Background: an optimization exercise with open tools, aiming at small area, a short achievable clock period and few clock cycles per item. Do not read the settings as production practice.
Function was checked by simulation only, so behaviour that the tests miss may differ from the original.
No activity file was given, so power comes from the tool's default toggle rates.

Setup of purple:
==> flow/design.v <==
package md2_pkg;
	localparam int BLOCK_BYTES = 16;
	localparam int STATE_BYTES = 48;
	localparam int ROUND_COUNT = 18;
	localparam logic [2047:0] PI_SBOX_FLAT = {
		8'h29,8'h2e,8'h43,8'hc9,8'ha2,8'hd8,8'h7c,8'h01,
		8'h3d,8'h36,8'h54,8'ha1,8'hec,8'hf0,8'h06,8'h13,
		8'h62,8'ha7,8'h05,8'hf3,8'hc0,8'hc7,8'h73,8'h8c,
		8'h98,8'h93,8'h2b,8'hd9,8'hbc,8'h4c,8'h82,8'hca,
		8'h1e,8'h9b,8'h57,8'h3c,8'hfd,8'hd4,8'he0,8'h16,
		8'h67,8'h42,8'h6f,8'h18,8'h8a,8'h17,8'he5,8'h12,
		8'hbe,8'h4e,8'hc4,8'hd6,8'hda,8'h9e,8'hde,8'h49,
		8'ha0,8'hfb,8'hf5,8'h8e,8'hbb,8'h2f,8'hee,8'h7a,
		8'ha9,8'h68,8'h79,8'h91,8'h15,8'hb2,8'h07,8'h3f,
		8'h94,8'hc2,8'h10,8'h89,8'h0b,8'h22,8'h5f,8'h21,
		8'h80,8'h7f,8'h5d,8'h9a,8'h5a,8'h90,8'h32,8'h27,
		8'h35,8'h3e,8'hcc,8'he7,8'hbf,8'hf7,8'h97,8'h03,
		8'hff,8'h19,8'h30,8'hb3,8'h48,8'ha5,8'hb5,8'hd1,
		8'hd7,8'h5e,8'h92,8'h2a,8'hac,8'h56,8'haa,8'hc6,
		8'h4f,8'hb8,8'h38,8'hd2,8'h96,8'ha4,8'h7d,8'hb6,
		8'h76,8'hfc,8'h6b,8'he2,8'h9c,8'h74,8'h04,8'hf1,
		8'h45,8'h9d,8'h70,8'h59,8'h64,8'h71,8'h87,8'h20,
		8'h86,8'h5b,8'hcf,8'h65,8'he6,8'h2d,8'ha8,8'h02,
		8'h1b,8'h60,8'h25,8'had,8'hae,8'hb0,8'hb9,8'hf6,
		8'h1c,8'h46,8'h61,8'h69,8'h34,8'h40,8'h7e,8'h0f,
		8'h55,8'h47,8'ha3,8'h23,8'hdd,8'h51,8'haf,8'h3a,
		8'hc3,8'h5c,8'hf9,8'hce,8'hba,8'hc5,8'hea,8'h26,
		8'h2c,8'h53,8'h0d,8'h6e,8'h85,8'h28,8'h84,8'h09,
		8'hd3,8'hdf,8'hcd,8'hf4,8'h41,8'h81,8'h4d,8'h52,
		8'h6a,8'hdc,8'h37,8'hc8,8'h6c,8'hc1,8'hab,8'hfa,
		8'h24,8'he1,8'h7b,8'h08,8'h0c,8'hbd,8'hb1,8'h4a,
		8'h78,8'h88,8'h95,8'h8b,8'he3,8'h63,8'he8,8'h6d,
		8'he9,8'hcb,8'hd5,8'hfe,8'h3b,8'h00,8'h1d,8'h39,
		8'hf2,8'hef,8'hb7,8'h0e,8'h66,8'h58,8'hd0,8'he4,
		8'ha6,8'h77,8'h72,8'hf8,8'heb,8'h75,8'h4b,8'h0a,
		8'h31,8'h44,8'h50,8'hb4,8'h8f,8'hed,8'h1f,8'h1a,
		8'hdb,8'h99,8'h8d,8'h33,8'h9f,8'h11,8'h83,8'h14
	};
	function automatic logic [7:0] pi_sbox(input logic [7:0] x);
		pi_sbox = PI_SBOX_FLAT[2047 - 8 * x -: 8];
	endfunction
endpackage
module md2_front (
	input  logic       push,
	output logic       full,
	input  logic [9:0] item,
	output logic       cmd_valid,
	output logic [7:0] cmd_data,
	output logic       cmd_byte,
	output logic       cmd_end,
	input  logic       ready
);
	assign full      = !ready;
	assign cmd_valid = push && (item[1] || item[0]);
	assign cmd_data  = item[9:2];
	assign cmd_byte  = item[1];
	assign cmd_end   = item[0];
endmodule
module md2_core (
	input  logic         clk,
	input  logic         arst_n,
	input  logic         cmd_valid,
	input  logic [7:0]   cmd_data,
	input  logic         cmd_byte,
	input  logic         cmd_end,
	output logic         ready,
	output logic         empty,
	input  logic         pop,
	output logic [127:0] result
);
	localparam int GROUPS = md2_pkg::BLOCK_BYTES;
	localparam logic [7:0] S0 = 8'h29;
	typedef enum logic [1:0] {
		S_ABS,
		S_PAD,
		S_CSUM,
		S_WAIT
	} state_t;
	typedef enum logic [1:0] {
		A_ABS,
		A_PAD,
		A_CSUM,
		A_OUT
	} after_t;
	state_t       state_q;
	after_t       after_q;
	logic         first_q;
	logic [3:0]   ph_q;
	logic         gap_q;
	logic [3:0]   j_q;
	logic         at_q;
	logic [4:0]   pad_q;
	logic [7:0]   l_q;
	logic [7:0]   sreg_q;
	logic         cu_q;
	logic         run_q;
	logic [1:0]   pass_q;
	logic [4:0]   round_q;
	logic         empty_q;
	logic [GROUPS-1:0][7:0] x0_q;
	logic [GROUPS-1:0][7:0] x1_q;
	logic [GROUPS-1:0][7:0] x2_q;
	logic [GROUPS-1:0][7:0] c_q;
	logic [7:0]   gx0_q;
	logic [7:0]   gx1_q;
	logic [7:0]   gx2_q;
	logic [7:0]   gc_q;
	logic         take;
	logic         step;
	logic         step0;
	logic         via_g;
	logic [3:0]   ph_nxt;
	logic [3:0]   j_nxt;
	logic         absorb;
	logic         csum_upd;
	logic         blk_last;
	logic [7:0]   b;
	logic [7:0]   s_out;
	logic [7:0]   h0z;
	logic [7:0]   h0f;
	logic [7:0]   e;
	logic [7:0]   se;
	logic [7:0]   y;
	logic [7:0]   sreg_nxt;
	logic [7:0]   sreg_early;
	logic         se_sel;
	logic [7:0]   c_head;
	logic [7:0]   c_new;
	logic [7:0]   tail0;
	logic [7:0]   tail1;
	logic [7:0]   tail2;
	logic [7:0]   tailc;
	assign step     = run_q && !gap_q;
	assign step0    = step && (round_q == 5'd0) && (pass_q == 2'd0) && (ph_q == 4'd0);
	assign via_g    = run_q && (gap_q || ((pass_q == 2'd2) && (round_q != 5'd17)));
	assign ready    = (state_q == S_ABS) && at_q;
	assign take     = ready && cmd_valid;
	assign absorb   = ((state_q == S_ABS) && cmd_valid && cmd_byte && at_q) ||
	                  (((state_q == S_PAD) || (state_q == S_CSUM)) && at_q);
	assign ph_nxt   = gap_q ? ph_q : ph_q + 1'b1;
	assign j_nxt    = absorb ? j_q + 1'b1 : j_q;
	assign csum_upd = absorb && (state_q != S_CSUM);
	assign blk_last = absorb && (j_q == 4'd15);
	assign b = (state_q == S_ABS) ? cmd_data :
	           (state_q == S_PAD) ? {3'b000, pad_q} : c_q[1];
	assign s_out = md2_pkg::pi_sbox(sreg_q);
	assign h0z = (first_q && round_q == 5'd0 && pass_q == 2'd0) ? 8'h00 : x0_q[0];
	assign h0f = first_q ? 8'h00 : x0_q[0];
	assign c_head = first_q ? 8'h00 : c_q[0];
	assign c_new  = c_head ^ s_out;
	assign e  = run_q ? h0z : (c_head ^ b);
	assign se = s_out ^ e;
	assign y  = step0 ? (h0z ^ S0) : se;
	assign se_sel = (step && !step0) || (!run_q && csum_upd && cu_q);
	always_comb begin
		sreg_early = 8'h00;
		if (gap_q) begin
			sreg_early = gx2_q + {3'b000, round_q};
		end else if (step0) begin
			sreg_early = h0z ^ S0;
		end else if (!run_q && csum_upd) begin
			sreg_early = b ^ l_q;
		end
	end
	assign sreg_nxt = se_sel ? se : sreg_early;
	always_comb begin
		tail0 = x0_q[0];
		tail1 = x1_q[0];
		tail2 = x2_q[0];
		if (step) begin
			tail0 = x1_q[0];
			tail1 = x2_q[0];
			tail2 = y;
		end else if (absorb) begin
			tail1 = b;
			tail2 = b ^ h0f;
		end
	end
	assign tailc = cu_q ? c_new : c_q[0];
	for (genvar g = 0; g < GROUPS; g++) begin : g_res
		assign result[127 - 8 * g -: 8] = x0_q[g];
	end
	assign empty = empty_q;
	always_ff @(posedge clk) begin
		for (int k = 0; k < GROUPS - 1; k++) begin
			x1_q[k] <= x1_q[k + 1];
			x2_q[k] <= x2_q[k + 1];
			c_q[k]  <= c_q[k + 1];
		end
		x1_q[GROUPS - 1] <= via_g ? gx1_q : tail1;
		x2_q[GROUPS - 1] <= (step && !step0 && !via_g) ? se : (via_g ? gx2_q : tail2);
		c_q[GROUPS - 1]  <= cu_q ? c_new : (via_g ? gc_q : c_q[0]);
		if (empty_q) begin
			for (int k = 0; k < GROUPS - 1; k++) begin
				x0_q[k] <= x0_q[k + 1];
			end
			x0_q[GROUPS - 1] <= via_g ? gx0_q : tail0;
		end
		gx0_q  <= tail0;
		gx1_q  <= tail1;
		gx2_q  <= (step && !step0) ? se : tail2;
		gc_q   <= tailc;
		sreg_q <= sreg_nxt;
	end
	always_ff @(posedge clk or negedge arst_n) begin
		if (!arst_n) begin
			state_q <= S_ABS;
			after_q <= A_ABS;
			first_q <= 1'b1;
			pad_q   <= '0;
			ph_q    <= '0;
			gap_q   <= 1'b0;
			j_q     <= '0;
			at_q    <= 1'b1;
			l_q     <= '0;
			cu_q    <= 1'b0;
			run_q   <= 1'b0;
			pass_q  <= '0;
			round_q <= '0;
			empty_q <= 1'b1;
		end else begin
			ph_q   <= ph_nxt;
			j_q    <= j_nxt;
			at_q   <= (ph_nxt == j_nxt);
			cu_q   <= csum_upd;
			if (cu_q) begin
				l_q <= c_new;
			end
			if (pop && !empty_q) begin
				empty_q <= 1'b1;
			end
			case (state_q)
				S_ABS: begin
					if (take) begin
						if (cmd_byte && j_q == 4'd15) begin
							state_q <= S_WAIT;
							after_q <= cmd_end ? A_PAD : A_ABS;
							pad_q   <= 5'd16;
						end else if (cmd_end) begin
							state_q <= S_PAD;
							pad_q   <= 5'd16 - {1'b0, j_q} - {4'd0, cmd_byte};
						end
					end
				end
				S_PAD: begin
					if (blk_last) begin
						state_q <= S_WAIT;
						after_q <= A_CSUM;
					end
				end
				S_CSUM: begin
					if (blk_last) begin
						state_q <= S_WAIT;
						after_q <= A_OUT;
						l_q     <= '0;
					end
				end
				default: begin
				end
			endcase
			if ((blk_last || (state_q == S_WAIT && !run_q && ph_q == 4'd15)) && empty_q) begin
				run_q <= 1'b1;
			end
			if (gap_q) begin
				gap_q   <= 1'b0;
				round_q <= round_q + 1'b1;
			end else if (run_q && ph_q == 4'd15) begin
				pass_q <= (pass_q == 2'd2) ? 2'd0 : pass_q + 1'b1;
				if (pass_q == 2'd2) begin
					if (round_q == 5'd17) begin
						round_q <= '0;
						run_q   <= 1'b0;
						first_q <= 1'b0;
						case (after_q)
							A_ABS:  state_q <= S_ABS;
							A_PAD:  state_q <= S_PAD;
							A_CSUM: state_q <= S_CSUM;
							default: begin
								state_q <= S_ABS;
								empty_q <= 1'b0;
								first_q <= 1'b1;
							end
						endcase
					end else begin
						gap_q <= 1'b1;
					end
				end
			end
		end
	end
endmodule
module md2_digest_engine (
	input  logic               clk,
	input  logic               arst_n,
	input  logic               push,
	output logic               full,
	input  logic [9:0]         item,
	output logic               empty,
	input  logic               pop,
	output logic [127:0]       result
);
	logic       cmd_valid;
	logic [7:0] cmd_data;
	logic       cmd_byte;
	logic       cmd_end;
	logic       ready;
	md2_front u_front (
		.push     (push),
		.full     (full),
		.item     (item),
		.cmd_valid(cmd_valid),
		.cmd_data (cmd_data),
		.cmd_byte (cmd_byte),
		.cmd_end  (cmd_end),
		.ready    (ready)
	);
	md2_core u_core (
		.clk      (clk),
		.arst_n   (arst_n),
		.cmd_valid(cmd_valid),
		.cmd_data (cmd_data),
		.cmd_byte (cmd_byte),
		.cmd_end  (cmd_end),
		.ready    (ready),
		.empty    (empty),
		.pop      (pop),
		.result   (result)
	);
endmodule
Settings: LEC_CHECK=0, ABC_AREA=1, CAP_MARGIN=20, CORE_MARGIN=2, CORE_UTILIZATION=40, PLACE_DENSITY=0.5, SETUP_SLACK_MARGIN=4.2, SLEW_MARGIN=20; clock period 7.0 ns.
standard.sh (not shown) runs the stock make flow with config.mk's settings and CLKGATE_MAP_FILE= SYNTH_SCRIPT=/design/flow/synth_recipe.tcl, a recipe that flattens the netlist after the stock synthesis.
==> flow/flow/run.sh <==
#!/bin/bash
# The standard layout (the standard.sh: the standard synthesis and ORFS
# from floorplan to finish), with one change: the buffers that placement puts
# on every input and output port are the platform's smallest plain buffer.
set -e
export BUFFER_PORTS_ARGS="-buffer_cell sky130_fd_sc_hd__buf_1"
bash standard.sh > standard.log 2>&1
purple has completed all stages; timing, DRC and antenna checks passed.
Testbench counts of purple, summed over its fixed seeds: cycles 387,439, bytes 4,355.
## Diff of input files: orange against purple
--- a/flow/design.v
+++ b/flow/design.v
@@ -91,5 +91,4 @@
 	logic         at_q;
 	logic [4:0]   pad_q;
-	logic [7:0]   l_q;
 	logic [7:0]   sreg_q;
 	logic         cu_q;
@@ -160,5 +159,5 @@
 			sreg_early = h0z ^ S0;
 		end else if (!run_q && csum_upd) begin
-			sreg_early = b ^ l_q;
+			sreg_early = b ^ ((first_q && j_q == 4'd0) ? 8'h00 : c_q[0]);
 		end
 	end
@@ -213,5 +212,4 @@
 			j_q     <= '0;
 			at_q    <= 1'b1;
-			l_q     <= '0;
 			cu_q    <= 1'b0;
 			run_q   <= 1'b0;
@@ -224,7 +222,4 @@
 			at_q   <= (ph_nxt == j_nxt);
 			cu_q   <= csum_upd;
-			if (cu_q) begin
-				l_q <= c_new;
-			end
 			if (pop && !empty_q) begin
 				empty_q <= 1'b1;
@@ -253,5 +248,4 @@
 						state_q <= S_WAIT;
 						after_q <= A_OUT;
-						l_q     <= '0;
 					end
 				end
Notes after the runs:
orange reached the final stage; the timing, design-rule and antenna checks on its layout passed. [compare] base=purple new=orange: final clock period utilization by the worst path grew by 0.60 points; cell area after layout has decreased; worst hold margin level; number of multi-input combinational cells in the layout up 20; power moved down. orange has less setup slack than purple. orange against purple; final weighted congestion in routability-driven placement is up slightly. [diff] via total after detailed routing, orange relative to purple: improvement. [compare] base=purple new=orange: wire length of the first global-routing pass increased by 2.9% relative to the old numbers, die area now sits lower, proportion of synthesized chip area in sequential cells held.
Testbench counts of orange, summed over its fixed seeds: cycles 387,439, bytes 4,355.

==> what the ideal ports hide <==
No port has a modelled driver above. Below, the same layouts with a new extraction and two added sets of constraints. Step 1 sets driving cells, clkbuf_16 on the clock port and buf_2 on the other inputs (assumed; they add their load-dependent delay and slew). Step 2 moves the port delays by t, midway between the first and last clock arrival at a register: inputs arrive t later, outputs are due t later. That takes back most of the time a late clock gives input paths. Three values: ideal ports, drivers, drivers and shift; two values: the first two.
run	t, ns	slack for setup (ns)	clock arrival spread, ns	worst register clock-pin slew, ns
purple	0.655	4.191 / 4.133 / 3.688	0.015 / 0.016	0.07 / 0.07
orange	0.675	4.148 / 4.090 / 3.757	0.020 / 0.020	0.07 / 0.07
After both steps setup and hold are still met in every run listed. For purple, which loses most, drivers alone change the setup slack by -0.058 ns; drivers and shift together by -0.503 ns.
